Source: an optimization exercise on an open RTL-to-GDS flow (aim: small area, a short achievable clock period and few clock cycles per item). Production flows keep margins and buffers that such runs may drop. In this exercise RTL edits were held to simulation tests only and were not proved equivalent to the original. Power is estimated from default activity; no workload was simulated.

v3:
## sync_nbank_fifo
module sync_nbank_fifo #(
    parameter int DATA_WIDTH = 8,
    parameter int FIFO_DEPTH = 256,
    parameter int NUM_BANKS  = 2,
    parameter int AF_MARGIN  = 4,
    parameter int AE_MARGIN  = 4
) (
    input  logic                          clk,
    input  logic                          rstn,
    input  logic [DATA_WIDTH-1:0]         in_data,
    input  logic                          in_valid,
    output logic                          in_ready,
    output logic [DATA_WIDTH-1:0]         out_data,
    output logic                          out_valid,
    input  logic                          out_ready,
    input  logic                          clear,
    output logic [$clog2(FIFO_DEPTH):0]   count
);
    localparam int DW = DATA_WIDTH;
    localparam int NR = sync_nbank_fifo_pkg::NUM_RINGS;    
    localparam int RL = sync_nbank_fifo_pkg::RING_LEN;     
    localparam int CW = $clog2(FIFO_DEPTH) + 1;            
    if (FIFO_DEPTH != NR * (RL + 1) || NR != 16) begin : g_bad_cfg
        $error("sync_nbank_fifo: unsupported parameter set");
    end
    logic [3:0]    wring;
    logic [3:0]    wdist;
    logic [3:0]    rring;
    logic [3:0]    rdist;
    logic [NR-1:0] ov;           
    logic [NR-1:0] orow;         
    logic          in_ready_q;
  ...
For scale: about 32 I/O pins.
Settings: LEC_CHECK=0, ABC_AREA=1, CAP_MARGIN=20, CORE_MARGIN=2, CORE_UTILIZATION=55, CTS_CLUSTER_DIAMETER=90, CTS_CLUSTER_SIZE=26, PLACE_DENSITY=0.65, SETUP_SLACK_MARGIN=4.0, SLEW_MARGIN=20, TNS_END_PERCENT=5; clock period 6.5 ns.
standard.sh (not shown) runs the stock make flow with config.mk's settings and CLKGATE_MAP_FILE= SYNTH_SCRIPT=/design/flow/synth_recipe.tcl, a recipe that flattens the netlist after the stock synthesis.
==> flow/flow/run.sh <==
#!/bin/bash
# Layout flow: the standard flow (the standard.sh, all ORFS steps from
# its unchanged synthesis to the final layout) with one change: the port
# buffers that ORFS puts on every input and output are sky130_fd_sc_hd__buf_4
# cells instead of the delay cell buffer_ports picks by default.
set -o pipefail
export BUFFER_PORTS_ARGS="-buffer_cell sky130_fd_sc_hd__buf_4"
bash standard.sh > standard.log 2>&1
Both conditions hold for v3: the flow ran to the end and the final layout passed the timing, DRC and antenna checks.
Testbench counts of v3, summed over its fixed seeds: cycles 12,164, items 11,200.
Relative to v3, the following input files were edited for v17:
# v3
export LEC_CHECK = 0
export ABC_AREA = 1
export CAP_MARGIN = 20
export CORE_MARGIN = 2
export CORE_UTILIZATION = 55
export CTS_CLUSTER_DIAMETER = 90
export CTS_CLUSTER_SIZE = 26
export PLACE_DENSITY = 0.65
export SETUP_SLACK_MARGIN = 4.0
export SLEW_MARGIN = 20
export TNS_END_PERCENT = 5
create_clock -name core_clock -period 6.5 [get_ports {clk}]
# v17
export LEC_CHECK = 0
export ABC_AREA = 1
export CAP_MARGIN = 20
export CORE_MARGIN = 2
export CORE_UTILIZATION = 55
export CTS_CLUSTER_DIAMETER = 90
export CTS_CLUSTER_SIZE = 26
export PLACE_DENSITY = 0.65
export SETUP_SLACK_MARGIN = 4.0
export SLEW_MARGIN = 20
create_clock -name core_clock -period 6.5 [get_ports {clk}]
==> results.txt <==
- As far as combined area of all synthesized cells goes, v17 and v3 are indistinguishable; the numbers are identical.
- Compared with v3, v17 shows a lower vias per cell.
- Per the comparison of v17 with v3, portion of the layout cell area used by non-clock buffers climbed 0.62 points, wire length per cell after detailed routing dropped 0.56%.

========
lane 1:
Another version of the RTL of sync_nbank_fifo (not shown whole).
Size: ~2200 flip-flops, about 32 I/O pins, ~57000 µm² of cells after synthesis.
Settings: LEC_CHECK=0, ABC_CLOCK_PERIOD_IN_PS=2500, CAP_MARGIN=20, CORE_MARGIN=2, CORE_UTILIZATION=55, CTS_CLUSTER_DIAMETER=90, CTS_CLUSTER_SIZE=26, PLACE_DENSITY=0.65, SETUP_SLACK_MARGIN=4.0, SLEW_MARGIN=20, TNS_END_PERCENT=5; clock period 6.5 ns.
Scripts as last shown in full above: flow/flow/run.sh
Testbench counts of lane 1, summed over its fixed seeds: cycles 12,164, items 11,200.
Changes in lane 2 relative to lane 1:
Settings: setting ABC_AREA to 1 for the first time; removing ABC_CLOCK_PERIOD_IN_PS (formerly 2500); removing TNS_END_PERCENT (formerly 5); changing SETUP_SLACK_MARGIN from 4.0 to 3.85.
### Flow results
- Lane 2 did not stop at any stage, and its layout met the timing, DRC and antenna checks.
- Looking only at die area, and setting everything else aside, the lower value of lane 2 and lane 1 goes to lane 2.
- The depth of the critical timing path with buffers and inverters included of lane 2 falls short of that of lane 1 by 1.
- Relative to lane 1, the count of clock-buffer cells in the layout measured on lane 2 has decreased slightly.
- Against lane 1 as the reference, lane 2 delivers a higher number of nets at the end of the flow.
- Relative to lane 1, global-route usage has gone up in lane 2.
- Lane 1 → lane 2: cell count after placement went up by 15%; power has increased.
- Worst setup path endpoint: out_valid -> lane 2, count[4] -> lane 1
Inputs modified between lane 2 and lane 3:
Settings: CTS_CLUSTER_DIAMETER changed from 90 to 70; SETUP_SLACK_MARGIN changed from 3.85 to 4.0; ABC_AREA removed (was 1); ABC_CLOCK_PERIOD_IN_PS newly set to 2500; CTS_BUF_LIST newly set to sky130_fd_sc_hd__clkbuf_8; CTS_CLUSTER_SIZE changed from 26 to 18.
[summary]
- Relative contribution of combinational cells to total power was lower in lane 3 than in lane 2.
- The beginning of the critical path comes out out_valid_q in one run and count[4] in the other, namely in lane 2 and lane 3 respectively.
- | final standard cell utilization of the core | higher: lane 3 |
- Going from lane 2 to lane 3, the power was found to have gone down by 0.0014 W.
- Part of the total power dissipated in the clock network ends up lower on lane 3.
- Non-clock buffering overhead in the final layout ends up lower on lane 2.
- [lane 3 vs lane 2] total of plain and repair buffers excluding clock buffers: higher in lane 3
- Lane 3 vs lane 2 — multi-input gate count dropped by more than a quarter
- Lane 2 vs lane 3, end of the critical path: out_valid vs count[4]
Input-level comparison between lane 4 and lane 3:
Settings: CTS_CLUSTER_DIAMETER: 70 -> 90; ABC_CLOCK_PERIOD_IN_PS: 2500 -> unset; ABC_AREA: unset -> 1; TNS_END_PERCENT: unset -> 5; CTS_CLUSTER_SIZE: 18 -> 26; CTS_BUF_LIST: sky130_fd_sc_hd__clkbuf_8 -> unset.
==> results.txt <==
On final wirelength, the higher figure sits with lane 4, not lane 3.
Of lane 4 and lane 3, the run reporting the lower die area was lane 4.
Worst IR drop on VDD up 9.0% in lane 4 wrt lane 3
Summary — count of cells along the worst register-to-register path, lane 4 relative to lane 3: lower, by 3.
Register area delta (lane 3 -> lane 4): insignificant
Lane 4 ran to completion and came out clean on the timing, DRC and antenna checks.
Diff lane 3 -> lane 4 | sequential-to-total area share from yosys stat | increase of 0.55 points
In lane 4 the final cell count turned out 685 higher than in lane 3.
Lane 4 and lane 3 ended up with nearly the same area of the core.
#### Input delta (lane 5 over lane 4)
Settings: ABC_AREA removed (was 1); ABC_CLOCK_PERIOD_IN_PS newly set to 2500; TNS_END_PERCENT removed (was 5).
Results
Diff lane 4 -> lane 5: clock network fraction of total power increased by 0.7 points relative to the old numbers; post-route minimum period increased 0.060 ns.
Compared to lane 4, lane 5 shows a narrower setup margin.
Lane 5 vs lane 4 — design area climbed by a few percent
Summary — critical path depth, lane 5 relative to lane 4: higher, by 8.
Of the two candidates, lane 4 has the better fmax and lane 5 the worse one.
Compared lane 4 against lane 5; final wirelength within noise.

re-timing with driven ports:
The flow's constraints put no driver on any port. The routed layouts listed below were extracted and timed again, unchanged, in two steps. Step 1 sets driving cells, clkbuf_16 on the clock port and buf_2 on the other inputs (assumed; they add their load-dependent delay and slew). Step 2, shift: input delay + t, output delay - t, t = (earliest + latest rising clock arrival at the registers) / 2. This alone moves slack from input paths to output paths. a / b / c = ideal / step 1 / step 2; a / b = the first two.
| run | t (ns) | setup WS [ns] | worst register clock-pin slew, ns |
|---|---|---|---|
| v3 | 0.756 | 3.846 / 3.833 / 3.077 | 0.11 / 0.11 |
| v17 | 0.767 | 3.819 / 3.819 / 3.207 | 0.11 / 0.11 |
| lane 1 | 0.772 | 3.814 / 3.746 / 3.099 | 0.11 / 0.11 |
| lane 2 | 0.764 | 3.829 / 3.758 / 3.072 | 0.10 / 0.10 |
| lane 3 | 0.893 | 3.684 / 3.620 / 3.112 | 0.12 / 0.12 |
| lane 4 | 0.766 | 3.862 / 3.792 / 3.232 | 0.10 / 0.10 |
| lane 5 | 0.790 | 3.802 / 3.734 / 3.157 | 0.11 / 0.11 |
After both steps setup and hold are still met in every run listed. For v3, which loses most, drivers alone change the setup slack by -0.013 ns; drivers and shift together by -0.769 ns.
